Context: an optimization exercise on an open-source flow, tuned for small area and a short achievable clock period. The choices shown serve that exercise and are no tape-out recipe. Where RTL was checked, it was by simulation tests only, not by an equivalence proof against the original.

==> inputs of job 665 <==
## mem_stage
module mem_stage (
  input  logic        clk,
  input  logic        reset,
  input  logic        start,
  input  logic        is_load,
  input  logic        is_store,
  input  logic        is_amo,
  input  logic        unsigned_load,
  input  logic [1:0]  size,
  input  logic [3:0]  amo_op,
  input  logic [63:0] addr,
  input  logic [63:0] wdata,
  input  logic [63:0] pmpaddr0,
  input  logic [7:0]  pmpcfg0,
  input  logic [1:0]  priv_mode,
  output logic        done,
  output logic        fault,
  output logic [63:0] result,
  output logic        dbus_valid,
  output logic [63:0] dbus_addr,
  output logic [63:0] dbus_wdata,
  output logic [7:0]  dbus_strobe,
  output logic [1:0]  dbus_size,
  input  logic        dbus_data_ok,
  input  logic [63:0] dbus_rdata
);
==> module mem_stage, before the edit <==
module mem_stage (
  input  logic        clk,
  input  logic        reset,
  input  logic        start,
  input  logic        is_load,
  input  logic        is_store,
  input  logic        is_amo,
  input  logic        unsigned_load,
  input  logic [1:0]  size,
  input  logic [3:0]  amo_op,
  input  logic [63:0] addr,
  input  logic [63:0] wdata,
  input  logic [63:0] pmpaddr0,
  input  logic [7:0]  pmpcfg0,
  input  logic [1:0]  priv_mode,
  output logic        done,
  output logic        fault,
  output logic [63:0] result,
  output logic        dbus_valid,
  output logic [63:0] dbus_addr,
  output logic [63:0] dbus_wdata,
  output logic [7:0]  dbus_strobe,
  output logic [1:0]  dbus_size,
  input  logic        dbus_data_ok,
  input  logic [63:0] dbus_rdata
);
  localparam logic [3:0] PASS_LO = 4'b1100;
  localparam logic [3:0] PASS_HI = 4'b1010;
  localparam logic [3:0] F_XOR   = 4'b0110;
  localparam logic [3:0] F_AND   = 4'b1000;
  localparam logic [3:0] F_OR    = 4'b1110;
  logic        valid_q;     
  logic        done_q;
  logic        fault_q;
  logic        wr_q;        
  logic        amo_q;
  logic        ra_q;        
  logic        uns_q;
  logic [1:0]  size_q;
  logic [3:0]  op_q;
  logic [63:0] addr_q;
  logic [63:0] data_q;
  logic [3:0]  fn_lo_q, fn_hi_q;
  logic        sign_q;      
  logic [7:0]  osel_q;      
  logic        idle, accept, is_mem, access_fault, last, cap;
  logic [1:0]  size_in;
  logic [63:0] store_data;
  logic [63:0] shifted;
  logic        sign;
  logic [7:0]  from_data;       
  logic [31:0] sum;
  logic        lt_s, lt_u;
  logic [3:0]  fn_amo;
  logic [7:0]  size_mask;
  assign idle    = !valid_q && !done_q;
  assign accept  = start && idle;
  assign is_mem  = is_load || is_store || is_amo;
  assign size_in = is_amo ? 2'd2 : size;
  assign last    = !amo_q || wr_q;
  assign cap     = valid_q && dbus_data_ok && !wr_q;    
  pmp_checker u_pmp (
    .addr         (addr),
    .is_write     (is_store || is_amo),
    .pmpcfg0      (pmpcfg0),
    .pmpaddr0     (pmpaddr0),
    .priv_mode    (priv_mode),
    .access_fault (access_fault)
  );
  always_ff @(posedge clk or posedge reset) begin
    if (reset) begin
      valid_q <= 1'b0;
      done_q  <= 1'b0;
      fault_q <= 1'b0;
    end else begin
      valid_q <= accept ? (is_mem && !access_fault)
                        : (valid_q && !(dbus_data_ok && last));
      done_q  <= accept ? (!is_mem || access_fault)
                        : (valid_q && dbus_data_ok && last);
      fault_q <= accept && is_mem && access_fault;
    end
  end
  always_comb begin
    case (size_in)
      2'd0:    store_data = {8{wdata[7:0]}};
      2'd1:    store_data = {4{wdata[15:0]}};
      2'd2:    store_data = {2{wdata[31:0]}};
      default: store_data = wdata;
    endcase
  end
  lane_align u_lane (
    .sel           (osel_q),
    .size          (size_q),
    .unsigned_load (uns_q),
    .rdata         (dbus_rdata),
    .shifted       (shifted),
    .sign          (sign)
  );
  amo_alu u_amo (
    .a    (shifted[31:0]),
    .b    (data_q[63:32]),
    .sum  (sum),
    .lt_s (lt_s),
    .lt_u (lt_u)
  );
  always_comb begin
    case (op_q)
      4'd0, 4'd1: fn_amo = PASS_HI;    
      4'd2:       fn_amo = F_XOR;
      4'd3:       fn_amo = F_AND;
      4'd4:       fn_amo = F_OR;
      4'd5:       fn_amo = lt_s ? PASS_LO : PASS_HI;
      4'd6:       fn_amo = lt_s ? PASS_HI : PASS_LO;
      4'd7:       fn_amo = lt_u ? PASS_LO : PASS_HI;
      4'd8:       fn_amo = lt_u ? PASS_HI : PASS_LO;
      default:    fn_amo = PASS_LO;    
    endcase
  end
  always_ff @(posedge clk) begin
    if (accept) begin
      wr_q    <= 1'b0;
      amo_q   <= is_amo;
      ra_q    <= !is_amo && (is_store || !is_load);
      uns_q   <= !is_amo && unsigned_load;
      size_q  <= size_in;
      op_q    <= amo_op;
      addr_q  <= addr;
      for (int k = 0; k < 8; k++) osel_q[k] <= (addr[2:0] == 3'(k));
      fn_lo_q <= PASS_LO;
      fn_hi_q <= PASS_HI;
    end else if (cap && amo_q) begin
      wr_q    <= 1'b1;
      fn_lo_q <= fn_amo;
      fn_hi_q <= fn_amo;
    end
    if (cap) sign_q <= sign;
    if (accept) data_q[31:0] <= store_data[31:0];
    else if (cap) data_q[31:0] <= shifted[31:0];
    if (accept) data_q[63:32] <= store_data[63:32];
    else if (cap && !amo_q) data_q[63:32] <= shifted[63:32];
    else if (cap && op_q == 4'd1) data_q[63:32] <= sum;
  end
  always_comb begin
    for (int i = 0; i < 32; i++) begin
      dbus_wdata[i]    = fn_lo_q[{data_q[i], data_q[32+i]}];
      dbus_wdata[32+i] = fn_hi_q[{data_q[i], data_q[32+i]}];
    end
  end
  assign done        = done_q;
  assign fault       = fault_q;
  assign dbus_valid  = valid_q;
  assign dbus_addr   = addr_q;
  assign dbus_size   = size_q;
  always_comb begin
    case (size_q)
      2'd0:    size_mask = 8'h01;
      2'd1:    size_mask = 8'h03;
      2'd2:    size_mask = 8'h0f;
      default: size_mask = 8'hff;
    endcase
  end
  assign dbus_strobe = (ra_q || wr_q) ? size_mask << addr_q[2:0] : 8'd0;
  assign from_data = {{4{size_q == 2'd3}}, {2{size_q[1]}}, size_q != 2'd0, 1'b1};
  always_comb begin
    for (int k = 0; k < 8; k++) begin
      if (ra_q || fault_q)  result[8*k +: 8] = addr_q[8*k +: 8];
      else if (from_data[k])    result[8*k +: 8] = data_q[8*k +: 8];
      else                  result[8*k +: 8] = {8{sign_q}};
    end
  end
endmodule
==> module cmp_tree, before the edit <==
module cmp_tree #(
  parameter int N = 32,
  parameter int M = 32     
) (
  input  logic [N-1:0] a,
  input  logic [N-1:0] b,
  output logic         lt,
  output logic         eq
);
  function automatic logic [1:0] fold(input logic [N-1:0] x, input logic [N-1:0] y);
    logic [M-1:0] l, e;
    l = '0;
    e = '1;
    for (int i = 0; i < N; i++) begin
      l[i] = !x[i] && y[i];
      e[i] = !(x[i] ^ y[i]);
    end
    for (int w = M / 2; w >= 1; w = w / 2) begin
      for (int j = 0; j < w; j++) begin
        l[j] = l[2*j+1] || (e[2*j+1] && l[2*j]);
        e[j] = e[2*j+1] && e[2*j];
      end
    end
    fold = {l[0], e[0]};
  endfunction
  assign {lt, eq} = fold(a, b);
endmodule
==> module pmp_checker, before the edit <==
module pmp_checker (
  input  logic [63:0] addr,
  input  logic        is_write,
  input  logic [7:0]  pmpcfg0,
  input  logic [63:0] pmpaddr0,
  input  logic [1:0]  priv_mode,
  output logic        access_fault
);
  logic hi8_zero, hi10_zero;
  logic tor_lt, na4_eq, napot_eq;
  logic match, perm_ok;
  assign hi8_zero  = ~|addr[63:56];
  assign hi10_zero = hi8_zero & ~|addr[55:54];
  assign napot_eq  = addr[53:12] == pmpaddr0[53:12];
  cmp_tree #(.N(54), .M(64)) u_cmp (
    .a  (addr[55:2]),
    .b  (pmpaddr0[53:0]),
    .lt (tor_lt),
    .eq (na4_eq)
  );
  always_comb begin
    case (pmpcfg0[4:3])
      2'd1:    match = hi8_zero & tor_lt;
      2'd2:    match = hi8_zero & na4_eq;
      2'd3:    match = hi10_zero & napot_eq;
      default: match = 1'b0;
    endcase
  end
  assign perm_ok      = is_write ? pmpcfg0[1] : pmpcfg0[0];
  assign access_fault = match ? !perm_ok : (priv_mode != 2'd3);
endmodule
==> module lane_align, before the edit <==
module lane_align (
  input  logic [7:0]  sel,       
  input  logic [1:0]  size,
  input  logic        unsigned_load,
  input  logic [63:0] rdata,
  output logic [63:0] shifted,
  output logic        sign
);
  always_comb begin
    shifted = '0;
    for (int j = 0; j < 8; j++) begin
      for (int k = 0; j + k < 8; k++) begin
        shifted[8*j +: 8] = shifted[8*j +: 8] | ({8{sel[k]}} & rdata[8*(j+k) +: 8]);
      end
    end
  end
  always_comb begin
    case (size)
      2'd0:    sign = shifted[7];
      2'd1:    sign = shifted[15];
      default: sign = shifted[31];
    endcase
    sign = sign & !unsigned_load;
  end
endmodule
==> module amo_alu, before the edit <==
module amo_alu (
  input  logic [31:0] a,
  input  logic [31:0] b,
  output logic [31:0] sum,
  output logic        lt_s,
  output logic        lt_u
);
  logic [31:0] p, g, gg;
  logic        lt31, eq31;
  assign p = a ^ b;
  assign g = a & b;
  function automatic logic [31:0] prefix_g(input logic [31:0] gi, input logic [31:0] pi);
    logic [31:0] gx, px;
    gx = gi;
    px = pi;
    for (int k = 0; k < 5; k++) begin
      for (int i = 0; i < 32; i++) begin
        if (i & (1 << k)) begin
          gx[i] = gx[i] | (px[i] & gx[((i >> k) << k) - 1]);
          px[i] = px[i] & px[((i >> k) << k) - 1];
        end
      end
    end
    prefix_g = gx;
  endfunction
  assign gg  = prefix_g(g, p);
  assign sum = p ^ {gg[30:0], 1'b0};
  cmp_tree #(.N(31), .M(32)) u_cmp (
    .a  (a[30:0]),
    .b  (b[30:0]),
    .lt (lt31),
    .eq (eq31)
  );
  assign lt_u = (a[31] ^ b[31]) ? b[31] : lt31;
  assign lt_s = (a[31] ^ b[31]) ? a[31] : lt31;
endmodule
clock: 8.0 ns
lec_check: 0
cap_margin: 20
core_margin: 2
core_utilization: 40
place_density: 0.6
setup_slack_margin: 4
slew_margin: 20
standard.sh (not shown) runs the stock make flow with config.mk's settings and CLKGATE_MAP_FILE= SYNTH_SCRIPT=/design/flow/synth_recipe.tcl, a recipe that flattens the netlist after the stock synthesis.
==> flow/flow/run.sh <==
#!/bin/bash
# The standard layout (standard.sh: the ORFS flow with the standard flow's synthesis script), run with
# two settings changed through the environment:
#  - the port buffers that global placement inserts are buf_1 cells (buffer_ports otherwise
#    picks the slow clkdlybuf4s50_1); every port still gets its buffer;
#  - no full/half-adder cell extraction in synthesis (ADDER_MAP_FILE empty), so ABC maps the
#    adders and compare trees as plain logic. Registers and their names are unchanged.
# The make output goes to make_finish.log; each ORFS step keeps its own log under orfs/logs.
set -euo pipefail
export BUFFER_PORTS_ARGS="-buffer_cell sky130_fd_sc_hd__buf_1"
export ADDER_MAP_FILE=
bash standard.sh > make_finish.log 2>&1
==> inputs of job 3903, as changes to job 665 <==
--- a/flow/design.v
+++ b/flow/design.v
@@ -179,6 +179,9 @@
   logic [3:0]  fn_lo_q, fn_hi_q;
   logic        sign_q;      
   logic [7:0]  osel_q;      
+  logic [7:0]  strb_q;      
+  logic        res_addr_q;  
+  logic [2:0]  ext_q;       
   logic        idle, accept, is_mem, access_fault, last, cap;
   logic [1:0]  size_in;
   logic [63:0] store_data;
@@ -253,7 +256,7 @@
     endcase
   end
   always_ff @(posedge clk) begin
-    if (accept) begin
+    if (idle) begin
       wr_q    <= 1'b0;
       amo_q   <= is_amo;
       ra_q    <= !is_amo && (is_store || !is_load);
@@ -262,6 +265,9 @@
       op_q    <= amo_op;
       addr_q  <= addr;
       for (int k = 0; k < 8; k++) osel_q[k] <= (addr[2:0] == 3'(k));
+      strb_q  <= size_mask << addr[2:0];
+      res_addr_q <= (!is_amo && (is_store || !is_load)) || access_fault;
+      ext_q   <= {size_in != 2'd3, !size_in[1], size_in == 2'd0};
       fn_lo_q <= PASS_LO;
       fn_hi_q <= PASS_HI;
     end else if (cap && amo_q) begin
@@ -270,9 +276,9 @@
       fn_hi_q <= fn_amo;
     end
     if (cap) sign_q <= sign;
-    if (accept) data_q[31:0] <= store_data[31:0];
+    if (idle) data_q[31:0] <= store_data[31:0];
     else if (cap) data_q[31:0] <= shifted[31:0];
-    if (accept) data_q[63:32] <= store_data[63:32];
+    if (idle) data_q[63:32] <= store_data[63:32];
     else if (cap && !amo_q) data_q[63:32] <= shifted[63:32];
     else if (cap && op_q == 4'd1) data_q[63:32] <= sum;
   end
@@ -288,18 +294,18 @@
   assign dbus_addr   = addr_q;
   assign dbus_size   = size_q;
   always_comb begin
-    case (size_q)
+    case (size_in)
       2'd0:    size_mask = 8'h01;
       2'd1:    size_mask = 8'h03;
       2'd2:    size_mask = 8'h0f;
       default: size_mask = 8'hff;
     endcase
   end
-  assign dbus_strobe = (ra_q || wr_q) ? size_mask << addr_q[2:0] : 8'd0;
-  assign from_data = {{4{size_q == 2'd3}}, {2{size_q[1]}}, size_q != 2'd0, 1'b1};
+  assign dbus_strobe = (ra_q || wr_q) ? strb_q : 8'd0;
+  assign from_data = {{4{!ext_q[2]}}, {2{!ext_q[1]}}, !ext_q[0], 1'b1};
   always_comb begin
     for (int k = 0; k < 8; k++) begin
-      if (ra_q || fault_q)  result[8*k +: 8] = addr_q[8*k +: 8];
+      if (res_addr_q)       result[8*k +: 8] = addr_q[8*k +: 8];
       else if (from_data[k])    result[8*k +: 8] = data_q[8*k +: 8];
       else                  result[8*k +: 8] = {8{sign_q}};
     end
Settings changed: ABC_AREA from default to 1, SETUP_SLACK_MARGIN 4 to 3.
==> inputs of job 515, as changes to job 665 <==
--- a/flow/design.v
+++ b/flow/design.v
@@ -7,14 +7,14 @@
 `timescale 1ns/1ps
 `default_nettype none
 module cmp_tree #(
-  parameter int N = 32,
-  parameter int M = 32     
+  parameter int N = 32
 ) (
   input  logic [N-1:0] a,
   input  logic [N-1:0] b,
   output logic         lt,
   output logic         eq
 );
+  localparam int M = 1 << $clog2(N);
   function automatic logic [1:0] fold(input logic [N-1:0] x, input logic [N-1:0] y);
     logic [M-1:0] l, e;
     l = '0;
@@ -47,7 +47,7 @@
   assign hi8_zero  = ~|addr[63:56];
   assign hi10_zero = hi8_zero & ~|addr[55:54];
   assign napot_eq  = addr[53:12] == pmpaddr0[53:12];
-  cmp_tree #(.N(54), .M(64)) u_cmp (
+  cmp_tree #(.N(54)) u_cmp (
     .a  (addr[55:2]),
     .b  (pmpaddr0[53:0]),
     .lt (tor_lt),
@@ -68,13 +68,18 @@
 `timescale 1ns/1ps
 `default_nettype none
 module lane_align (
-  input  logic [7:0]  sel,       
+  input  logic [2:0]  offset,
   input  logic [1:0]  size,
   input  logic        unsigned_load,
   input  logic [63:0] rdata,
   output logic [63:0] shifted,
-  output logic        sign
+  output logic [63:0] load_value
 );
+  logic [7:0] sel;
+  logic       sign;
+  always_comb begin
+    for (int k = 0; k < 8; k++) sel[k] = (offset == 3'(k));
+  end
   always_comb begin
     shifted = '0;
     for (int j = 0; j < 8; j++) begin
@@ -90,6 +95,12 @@
       default: sign = shifted[31];
     endcase
     sign = sign & !unsigned_load;
+    case (size)
+      2'd0:    load_value = {{56{sign}}, shifted[7:0]};
+      2'd1:    load_value = {{48{sign}}, shifted[15:0]};
+      2'd2:    load_value = {{32{sign}}, shifted[31:0]};
+      default: load_value = shifted;
+    endcase
   end
 endmodule
 `default_nettype wire
@@ -122,7 +133,7 @@
   endfunction
   assign gg  = prefix_g(g, p);
   assign sum = p ^ {gg[30:0], 1'b0};
-  cmp_tree #(.N(31), .M(32)) u_cmp (
+  cmp_tree #(.N(31)) u_cmp (
     .a  (a[30:0]),
     .b  (b[30:0]),
     .lt (lt31),
@@ -177,14 +188,11 @@
   logic [63:0] addr_q;
   logic [63:0] data_q;
   logic [3:0]  fn_lo_q, fn_hi_q;
-  logic        sign_q;      
-  logic [7:0]  osel_q;      
   logic        idle, accept, is_mem, access_fault, last, cap;
   logic [1:0]  size_in;
   logic [63:0] store_data;
   logic [63:0] shifted;
-  logic        sign;
-  logic [7:0]  from_data;       
+  logic [63:0] load_value;
   logic [31:0] sum;
   logic        lt_s, lt_u;
   logic [3:0]  fn_amo;
@@ -225,12 +233,12 @@
     endcase
   end
   lane_align u_lane (
-    .sel           (osel_q),
+    .offset        (addr_q[2:0]),
     .size          (size_q),
     .unsigned_load (uns_q),
     .rdata         (dbus_rdata),
     .shifted       (shifted),
-    .sign          (sign)
+    .load_value    (load_value)
   );
   amo_alu u_amo (
     .a    (shifted[31:0]),
@@ -261,7 +269,6 @@
       size_q  <= size_in;
       op_q    <= amo_op;
       addr_q  <= addr;
-      for (int k = 0; k < 8; k++) osel_q[k] <= (addr[2:0] == 3'(k));
       fn_lo_q <= PASS_LO;
       fn_hi_q <= PASS_HI;
     end else if (cap && amo_q) begin
@@ -269,11 +276,10 @@
       fn_lo_q <= fn_amo;
       fn_hi_q <= fn_amo;
     end
-    if (cap) sign_q <= sign;
     if (accept) data_q[31:0] <= store_data[31:0];
-    else if (cap) data_q[31:0] <= shifted[31:0];
+    else if (cap) data_q[31:0] <= load_value[31:0];
     if (accept) data_q[63:32] <= store_data[63:32];
-    else if (cap && !amo_q) data_q[63:32] <= shifted[63:32];
+    else if (cap && !amo_q) data_q[63:32] <= load_value[63:32];
     else if (cap && op_q == 4'd1) data_q[63:32] <= sum;
   end
   always_comb begin
@@ -296,13 +302,7 @@
     endcase
   end
   assign dbus_strobe = (ra_q || wr_q) ? size_mask << addr_q[2:0] : 8'd0;
-  assign from_data = {{4{size_q == 2'd3}}, {2{size_q[1]}}, size_q != 2'd0, 1'b1};
-  always_comb begin
-    for (int k = 0; k < 8; k++) begin
-      if (ra_q || fault_q)  result[8*k +: 8] = addr_q[8*k +: 8];
-      else if (from_data[k])    result[8*k +: 8] = data_q[8*k +: 8];
-      else                  result[8*k +: 8] = {8{sign_q}};
-    end
-  end
+  assign result      = (ra_q || fault_q) ? addr_q
+                     : {amo_q ? {32{data_q[31]}} : data_q[63:32], data_q[31:0]};
 endmodule
 `default_nettype wire
==> flow/flow/run.sh (replaced) <==
#!/bin/bash
# The standard layout (standard.sh: the ORFS synthesis and flow, unchanged) with one
# difference: the port buffers that global placement inserts are buf_1 cells instead of the
# cell buffer_ports picks by itself (a slow clkdlybuf4s50_1).
set -euo pipefail
export BUFFER_PORTS_ARGS="-buffer_cell sky130_fd_sc_hd__buf_1"
bash standard.sh > make_finish.log 2>&1
Settings changed: SETUP_SLACK_MARGIN 4 to 0.
==> qor summary <==
| metric | job 3903 | job 515 | job 665 |
|---|---|---|---|
| Worst Setup Slack, final | 3.54 ns | 2.01 ns | 3.22 ns |
| R2R depth | 22 | 18 | 14 |
| Yosys top cell area share | 30.3% | 27.9% | 30.5% |
| WHS | 0.553 ns | 0.480 ns | 0.526 ns |
| Worst slack at placement | 3.29 ns | 1.73 ns | 2.43 ns |
| Tcrit/Tclk final | 55.8% | 74.9% | 59.7% |
| Routability congestion estimate | 0.990 | 1.01 | 0.982 |
| Detailed-route wire length per cell | 23.3 um | 26.1 um | 26.9 um |
| Number of synthesized register bits | 167 | 146 | 155 |
| Clock tree skew after final layout | 0.0124 ns | 0.0158 ns | 0.0127 ns |
| Run status | timing/DRC/antenna clean | timing/DRC/antenna clean | timing/DRC/antenna clean |
| Asr flop ratio synth | 1.80% | 2.05% | 1.94% |
| Multi-Input Combinational | 1840 | 1406 | 1383 |
| Total number of vias | 19300 | 16400 | 16800 |
For job 515, only the layout was checked, not whether the RTL still works.

afterwards: timing with drivers on the ports:
The results above use ideal ports. As a check the final layouts listed here were re-extracted and re-timed, cells and wires unchanged.
Step 1 sets driving cells, clkbuf_16 on the clock port and buf_2 on the other inputs (assumed; they add their load-dependent delay and slew).
Step 2 also shifts input and output timing later by t, the mid clock arrival at the registers, as if the neighbouring blocks saw the same clock.
Three values: ideal ports, drivers, drivers and shift; two values: the first two.
run	shift t [ns]	slack for setup (ns)	latest minus earliest clock arrival (ns)	slew at the worst register clock pin (ns)	pins driven straight from the clock port
job 665	0.502	3.225 / 3.219 / 2.718	0.015 / 0.015	0.08 / 0.08	1
job 3903	0.518	3.539 / 3.573 / 3.054	0.014 / 0.015	0.08 / 0.08	1
job 515	0.511	2.012 / 2.012 / 1.598	0.015 / 0.016	0.08 / 0.08	1
After both steps setup and hold are still met in every run listed. For job 665, which loses most, drivers alone change the setup slack by -0.006 ns; drivers and shift together by -0.507 ns.
